This is an optimization exercise on Yosys and OpenROAD, whose aim is small area and a short achievable clock period, not a production implementation.
The RTL was checked by simulation tests, not by an equivalence proof against the original design.

==> flow/design.v <==
module udp_rx_payload_fifo #(
  parameter int ADDR_W      = 9,
  parameter int MAX_PAYLOAD = 470,
  parameter int PAYLOAD_OFS = 42
) (
  input  logic                   clkRx,
  input  logic                   rstn,
  input  logic                   rx_frame,
  input  logic                   rx_byte_valid,
  input  logic [7:0]             rx_byte,
  input  logic                   rx_frame_end,
  input  logic                   rx_frame_ok,
  input  logic                   rd_en,
  output logic [7:0]             rd_data,
  output logic                   rd_valid,
  output logic                   empty,
  output logic [ADDR_W:0]        fill,
  output logic [15:0]            pkt_count,
  output logic [15:0]            drop_count
);
  localparam int                DEPTH      = 1 << ADDR_W;
  localparam logic [ADDR_W:0]   DEPTH_V    = {1'b1, {ADDR_W{1'b0}}};
  localparam int                BIDX_W     = 6;
  localparam logic [BIDX_W-1:0] BIDX_MAX   = '1;
  localparam logic [BIDX_W-1:0] IDX_LEN_HI = BIDX_W'(PAYLOAD_OFS - 4);
  localparam logic [BIDX_W-1:0] IDX_LEN_LO = BIDX_W'(PAYLOAD_OFS - 3);
  localparam logic [BIDX_W-1:0] IDX_HDR_HI = BIDX_W'(PAYLOAD_OFS - 2);
  localparam logic [BIDX_W-1:0] IDX_HDR_LO = BIDX_W'(PAYLOAD_OFS - 1);
  logic [7:0]        mem [DEPTH];
  logic              st_hdr_r, st_pay_r, st_wait_r, st_drop_r;
  logic              skip_r;
  logic [BIDX_W-1:0] bidx_r;
  logic [7:0]        len_hi_r;
  logic              len_ok_r;
  logic [ADDR_W-1:0] plen_r;
  logic [ADDR_W:0]   lim_r;
  logic [ADDR_W-1:0] rem_r;
  logic [ADDR_W-1:0] spec_ptr_r, wr_ptr_r;
  logic [ADDR_W:0]   fill_r;
  logic              empty_r;
  logic [7:0]        rd_data_r;
  logic              rd_valid_r;
  logic [15:0]       pkt_count_r, drop_count_r;
  logic [7:0]        epa_r, epb_r, opa_r, opb_r;
  logic [3:0]        epc_r, opc_r;
  logic              rpar_r;
  logic [7:0]        head_e_r, head_o_r;
  logic [7:0]        wdata_s;
  logic              byte_s, commit_s, drop_s, rd_acc_s, we_s;
  logic              is_len_hi, is_len_lo, is_hdr_hi, is_hdr_lo;
  logic [15:0]       udp_len_s;
  logic [ADDR_W:0]   plen_s;       
  logic              hdr_drop_s;
  logic [ADDR_W-1:0] pend_s;
  logic [ADDR_W:0]   fill_add_s;
  logic [ADDR_W:0]   fill_nxt_s;
  logic              empty_nxt_s;
  assign byte_s    = rx_byte_valid & rx_frame & ~rx_frame_end;
  assign commit_s  = rx_frame_end & rx_frame_ok & st_wait_r;
  assign drop_s    = rx_frame_end & ~skip_r & ~commit_s;
  assign rd_acc_s  = rd_en & ~empty_r;
  assign is_len_hi = (bidx_r == IDX_LEN_HI);
  assign is_len_lo = (bidx_r == IDX_LEN_LO);
  assign is_hdr_hi = (bidx_r == IDX_HDR_HI);
  assign is_hdr_lo = (bidx_r == IDX_HDR_LO);
  assign udp_len_s  = {len_hi_r, rx_byte};
  assign plen_s     = {1'b0, plen_r};
  assign hdr_drop_s = ~len_ok_r | (fill_r > lim_r);
  assign we_s = byte_s & ((st_pay_r) |
                          (st_hdr_r & is_hdr_lo) |
                          (st_hdr_r & is_hdr_hi & ~hdr_drop_s));
  assign pend_s      = spec_ptr_r - wr_ptr_r;
  assign fill_add_s  = fill_r + {1'b0, pend_s};
  always_comb begin
    case ({commit_s, rd_acc_s})
      2'b00:   fill_nxt_s = fill_r;
      2'b01:   fill_nxt_s = fill_r - 10'd1;
      2'b10:   fill_nxt_s = fill_add_s;
      default: fill_nxt_s = fill_add_s - 10'd1;
    endcase
  end
  assign empty_nxt_s = ~commit_s & (empty_r | (rd_en & (fill_r == 10'd1)));
  logic              wpar_q;
  logic [7:0]        wia_q, wib_q;
  logic [3:0]        wic_q;
  logic [7:0]        wd_q;
  always_comb begin
    if (st_pay_r) begin
      wdata_s = rx_byte;
    end else if (is_hdr_hi) begin
      wdata_s = {7'd0, plen_s[8]};
    end else begin
      wdata_s = plen_s[7:0];
    end
  end
  always_ff @(posedge clkRx) begin
    wd_q   <= wdata_s;
    wpar_q <= spec_ptr_r[0];
    for (int i = 0; i < 8; i++) begin
      wia_q[i] <= (spec_ptr_r[3:1] == 3'(i));
      wib_q[i] <= (spec_ptr_r[6:4] == 3'(i));
    end
  end
  always_ff @(posedge clkRx or negedge rstn) begin
    if (!rstn) begin
      wic_q <= 4'd0;
    end else begin
      for (int i = 0; i < 4; i++) begin
        wic_q[i] <= we_s & (spec_ptr_r[8:7] == 2'(i));
      end
    end
  end
  logic [DEPTH/8-1:0] wrow_s;
  always_comb begin
    for (int p = 0; p < 2; p++) begin
      for (int r = 0; r < DEPTH / 16; r++) begin
        wrow_s[p * (DEPTH / 16) + r] = (wpar_q == 1'(p)) & wib_q[r % 8] & wic_q[r / 8];
      end
    end
  end
  for (genvar w = 0; w < DEPTH; w++) begin : g_word
    always_ff @(posedge clkRx) begin
      if (wia_q[(w / 2) % 8] && wrow_s[(w % 2) * (DEPTH / 16) + (w / 16)]) begin
        mem[w] <= wd_q;
      end
    end
  end
  logic [DEPTH/16-1:0] erow_s, orow_s;
  logic [7:0]          ebyte_s [DEPTH/16];
  logic [7:0]          obyte_s [DEPTH/16];
  logic [7:0]          emux_s, omux_s;
  always_comb begin
    for (int r = 0; r < DEPTH / 16; r++) begin
      erow_s[r]  = epb_r[r % 8] & epc_r[r / 8];
      orow_s[r]  = opb_r[r % 8] & opc_r[r / 8];
      ebyte_s[r] = 8'h00;
      obyte_s[r] = 8'h00;
      for (int c = 0; c < 8; c++) begin
        ebyte_s[r] = ebyte_s[r] | (mem[2 * (r * 8 + c)] & {8{epa_r[c]}});
        obyte_s[r] = obyte_s[r] | (mem[2 * (r * 8 + c) + 1] & {8{opa_r[c]}});
      end
    end
    emux_s = 8'h00;
    omux_s = 8'h00;
    for (int r = 0; r < DEPTH / 16; r++) begin
      emux_s = emux_s | (ebyte_s[r] & {8{erow_s[r]}});
      omux_s = omux_s | (obyte_s[r] & {8{orow_s[r]}});
    end
  end
  always_ff @(posedge clkRx) begin
    head_e_r <= emux_s;
    head_o_r <= omux_s;
  end
  always_ff @(posedge clkRx or negedge rstn) begin
    if (!rstn) begin
      epa_r        <= 8'd1;
      epb_r        <= 8'd1;
      epc_r        <= 4'd1;
      opa_r        <= 8'd1;
      opb_r        <= 8'd1;
      opc_r        <= 4'd1;
      rpar_r       <= 1'b0;
      wr_ptr_r     <= '0;
      fill_r       <= '0;
      empty_r      <= 1'b1;
      rd_data_r    <= 8'h00;
      rd_valid_r   <= 1'b0;
      pkt_count_r  <= 16'd0;
      drop_count_r <= 16'd0;
    end else begin
      rd_valid_r <= rd_acc_s;
      if (rd_acc_s) begin
        rd_data_r <= rpar_r ? head_o_r : head_e_r;
        rpar_r    <= ~rpar_r;
        if (!rpar_r) begin
          epa_r <= {epa_r[6:0], epa_r[7]};
          if (epa_r[7]) begin
            epb_r <= {epb_r[6:0], epb_r[7]};
            if (epb_r[7]) begin
              epc_r <= {epc_r[2:0], epc_r[3]};
            end
          end
        end else begin
          opa_r <= {opa_r[6:0], opa_r[7]};
          if (opa_r[7]) begin
            opb_r <= {opb_r[6:0], opb_r[7]};
            if (opb_r[7]) begin
              opc_r <= {opc_r[2:0], opc_r[3]};
            end
          end
        end
      end
      if (commit_s) begin
        wr_ptr_r    <= spec_ptr_r;
        pkt_count_r <= pkt_count_r + 16'd1;
      end
      if (drop_s) begin
        drop_count_r <= drop_count_r + 16'd1;
      end
      fill_r  <= fill_nxt_s;
      empty_r <= empty_nxt_s;
    end
  end
  always_ff @(posedge clkRx or negedge rstn) begin
    if (!rstn) begin
      st_hdr_r   <= 1'b0;
      st_pay_r   <= 1'b0;
      st_wait_r  <= 1'b0;
      st_drop_r  <= 1'b0;
      skip_r     <= 1'b1;
      bidx_r     <= '0;
      spec_ptr_r <= '0;
    end else begin
      if (!rx_frame) begin
        bidx_r <= '0;
      end else if (rx_byte_valid && (bidx_r != BIDX_MAX)) begin
        bidx_r <= bidx_r + 1'b1;
      end
      if (we_s) begin
        spec_ptr_r <= spec_ptr_r + 1'b1;
      end else if ((rx_frame_end & ~commit_s) | st_drop_r) begin
        spec_ptr_r <= wr_ptr_r;
      end
      if (rx_frame_end || !rx_frame) begin
        skip_r <= 1'b0;
      end
      if (rx_frame_end) begin
        st_hdr_r  <= 1'b0;
        st_pay_r  <= 1'b0;
        st_wait_r <= 1'b0;
        st_drop_r <= 1'b0;
      end else if (byte_s) begin
        if (!st_hdr_r && !st_pay_r && !st_wait_r && !st_drop_r && !skip_r) begin
          st_hdr_r <= 1'b1;
        end
        if (st_hdr_r) begin
          if (is_hdr_hi && hdr_drop_s) begin
            st_hdr_r  <= 1'b0;
            st_drop_r <= 1'b1;
          end
          if (is_hdr_lo) begin
            st_hdr_r  <= 1'b0;
            st_wait_r <= (plen_s == 10'd0);
            st_pay_r  <= (plen_s != 10'd0);
          end
        end
        if (st_pay_r) begin
          if (rem_r == 9'd1) begin
            st_pay_r  <= 1'b0;
            st_wait_r <= 1'b1;
          end
        end
      end
    end
  end
  always_ff @(posedge clkRx) begin
    if (rx_byte_valid && is_len_hi) begin
      len_hi_r <= rx_byte;
    end
    if (rx_byte_valid && is_len_lo) begin
      len_ok_r <= (udp_len_s >= 16'd8) && (udp_len_s <= 16'(MAX_PAYLOAD + 8));
      plen_r   <= udp_len_s[ADDR_W-1:0] - ADDR_W'(8);
      lim_r    <= (ADDR_W + 1)'(DEPTH + 6) - udp_len_s[ADDR_W:0];
    end
    if (st_hdr_r) begin
      rem_r <= plen_s[ADDR_W-1:0];
    end else if (byte_s) begin
      rem_r <= rem_r - 1'b1;
    end
  end
  assign rd_data    = rd_data_r;
  assign rd_valid   = rd_valid_r;
  assign empty      = empty_r;
  assign fill       = fill_r;
  assign pkt_count  = pkt_count_r;
  assign drop_count = drop_count_r;
endmodule
Settings: LEC_CHECK=0, ABC_CLOCK_PERIOD_IN_PS=4000, CAP_MARGIN=20, CORE_MARGIN=2, CORE_UTILIZATION=52, CTS_CLUSTER_DIAMETER=80, CTS_CLUSTER_SIZE=25, SLEW_MARGIN=20; clock period 10.0 ns.
standard.sh (not shown) runs the stock make flow with config.mk's settings and CLKGATE_MAP_FILE= SYNTH_SCRIPT=/design/flow/synth_recipe.tcl, a recipe that flattens the netlist after the stock synthesis.
==> flow/flow/run.sh <==
#!/bin/bash
# Standard ORFS layout with a tighter timing-repair target: repair_timing aims
# for SETUP_SLACK_MARGIN ns of setup slack at the design's own clock period
# and constraints (constraint.sdc is used unchanged).
set -euo pipefail
bash standard.sh SETUP_SLACK_MARGIN=6.5 finish > flow_standard.log 2>&1
The baseline produced a clean layout.
Edit:
--- a/flow/design.v
+++ b/flow/design.v
@@ -30,10 +30,7 @@
   logic              st_hdr_r, st_pay_r, st_wait_r, st_drop_r;
   logic              skip_r;
   logic [BIDX_W-1:0] bidx_r;
-  logic [7:0]        len_hi_r;
-  logic              len_ok_r;
-  logic [ADDR_W-1:0] plen_r;
-  logic [ADDR_W:0]   lim_r;
+  logic [7:0]        len_hi_r, len_lo_r;
   logic [ADDR_W-1:0] rem_r;
   logic [ADDR_W-1:0] spec_ptr_r, wr_ptr_r;
   logic [ADDR_W:0]   fill_r;
@@ -50,7 +47,7 @@
   logic              is_len_hi, is_len_lo, is_hdr_hi, is_hdr_lo;
   logic [15:0]       udp_len_s;
   logic [ADDR_W:0]   plen_s;       
-  logic              hdr_drop_s;
+  logic              len_bad_s, no_space_s, hdr_drop_s;
   logic [ADDR_W-1:0] pend_s;
   logic [ADDR_W:0]   fill_add_s;
   logic [ADDR_W:0]   fill_nxt_s;
@@ -63,9 +60,12 @@
   assign is_len_lo = (bidx_r == IDX_LEN_LO);
   assign is_hdr_hi = (bidx_r == IDX_HDR_HI);
   assign is_hdr_lo = (bidx_r == IDX_HDR_LO);
-  assign udp_len_s  = {len_hi_r, rx_byte};
-  assign plen_s     = {1'b0, plen_r};
-  assign hdr_drop_s = ~len_ok_r | (fill_r > lim_r);
+  assign udp_len_s  = {len_hi_r, len_lo_r};
+  assign plen_s     = {1'b0, len_hi_r[0], len_lo_r} - 10'd8;
+  assign len_bad_s  = (len_hi_r[7:1] != 7'd0) | (udp_len_s < 16'd8) |
+                      (udp_len_s > 16'(MAX_PAYLOAD + 8));
+  assign no_space_s = ({1'b0, plen_s} + 11'd2 + {1'b0, fill_r}) > 11'(DEPTH);
+  assign hdr_drop_s = len_bad_s | no_space_s;
   assign we_s = byte_s & ((st_pay_r) |
                           (st_hdr_r & is_hdr_lo) |
                           (st_hdr_r & is_hdr_hi & ~hdr_drop_s));
@@ -258,9 +258,7 @@
       len_hi_r <= rx_byte;
     end
     if (rx_byte_valid && is_len_lo) begin
-      len_ok_r <= (udp_len_s >= 16'd8) && (udp_len_s <= 16'(MAX_PAYLOAD + 8));
-      plen_r   <= udp_len_s[ADDR_W-1:0] - ADDR_W'(8);
-      lim_r    <= (ADDR_W + 1)'(DEPTH + 6) - udp_len_s[ADDR_W:0];
+      len_lo_r <= rx_byte;
     end
     if (st_hdr_r) begin
       rem_r <= plen_s[ADDR_W-1:0];
Effect: The new run completed without violations. Global-route usage decreases by 0.47 points. Non-clock buffer count came out higher by 46. First-iteration DRC count went down by 4.7%. Wire length goes down by 0.75%. Utilization grows by 0.13 points.

static timing again, ports no longer ideal:
The flow's constraints put no driver on any port. The routed layouts listed below were extracted and timed again, unchanged, in two steps. Step 1 sets driving cells, clkbuf_16 on the clock port and buf_2 on the other inputs (assumed; they add their load-dependent delay and slew). Step 2, shift: input delay + t, output delay - t, t = (earliest + latest rising clock arrival at the registers) / 2. This alone moves slack from input paths to output paths. a / b / c = ideal / step 1 / step 2; a / b = the first two.
run | t, ns | setup slack, ns | worst data-port slew with drivers (ns)
the first run | 1.014 | 6.396 / 6.338 / 5.772 | 0.05
the second run | 1.024 | 6.346 / 6.274 / 5.548 | 0.09
After both steps every run listed still meets setup and hold. For the second run, which loses most, drivers alone change the setup slack by -0.072 ns; drivers and shift together by -0.798 ns.
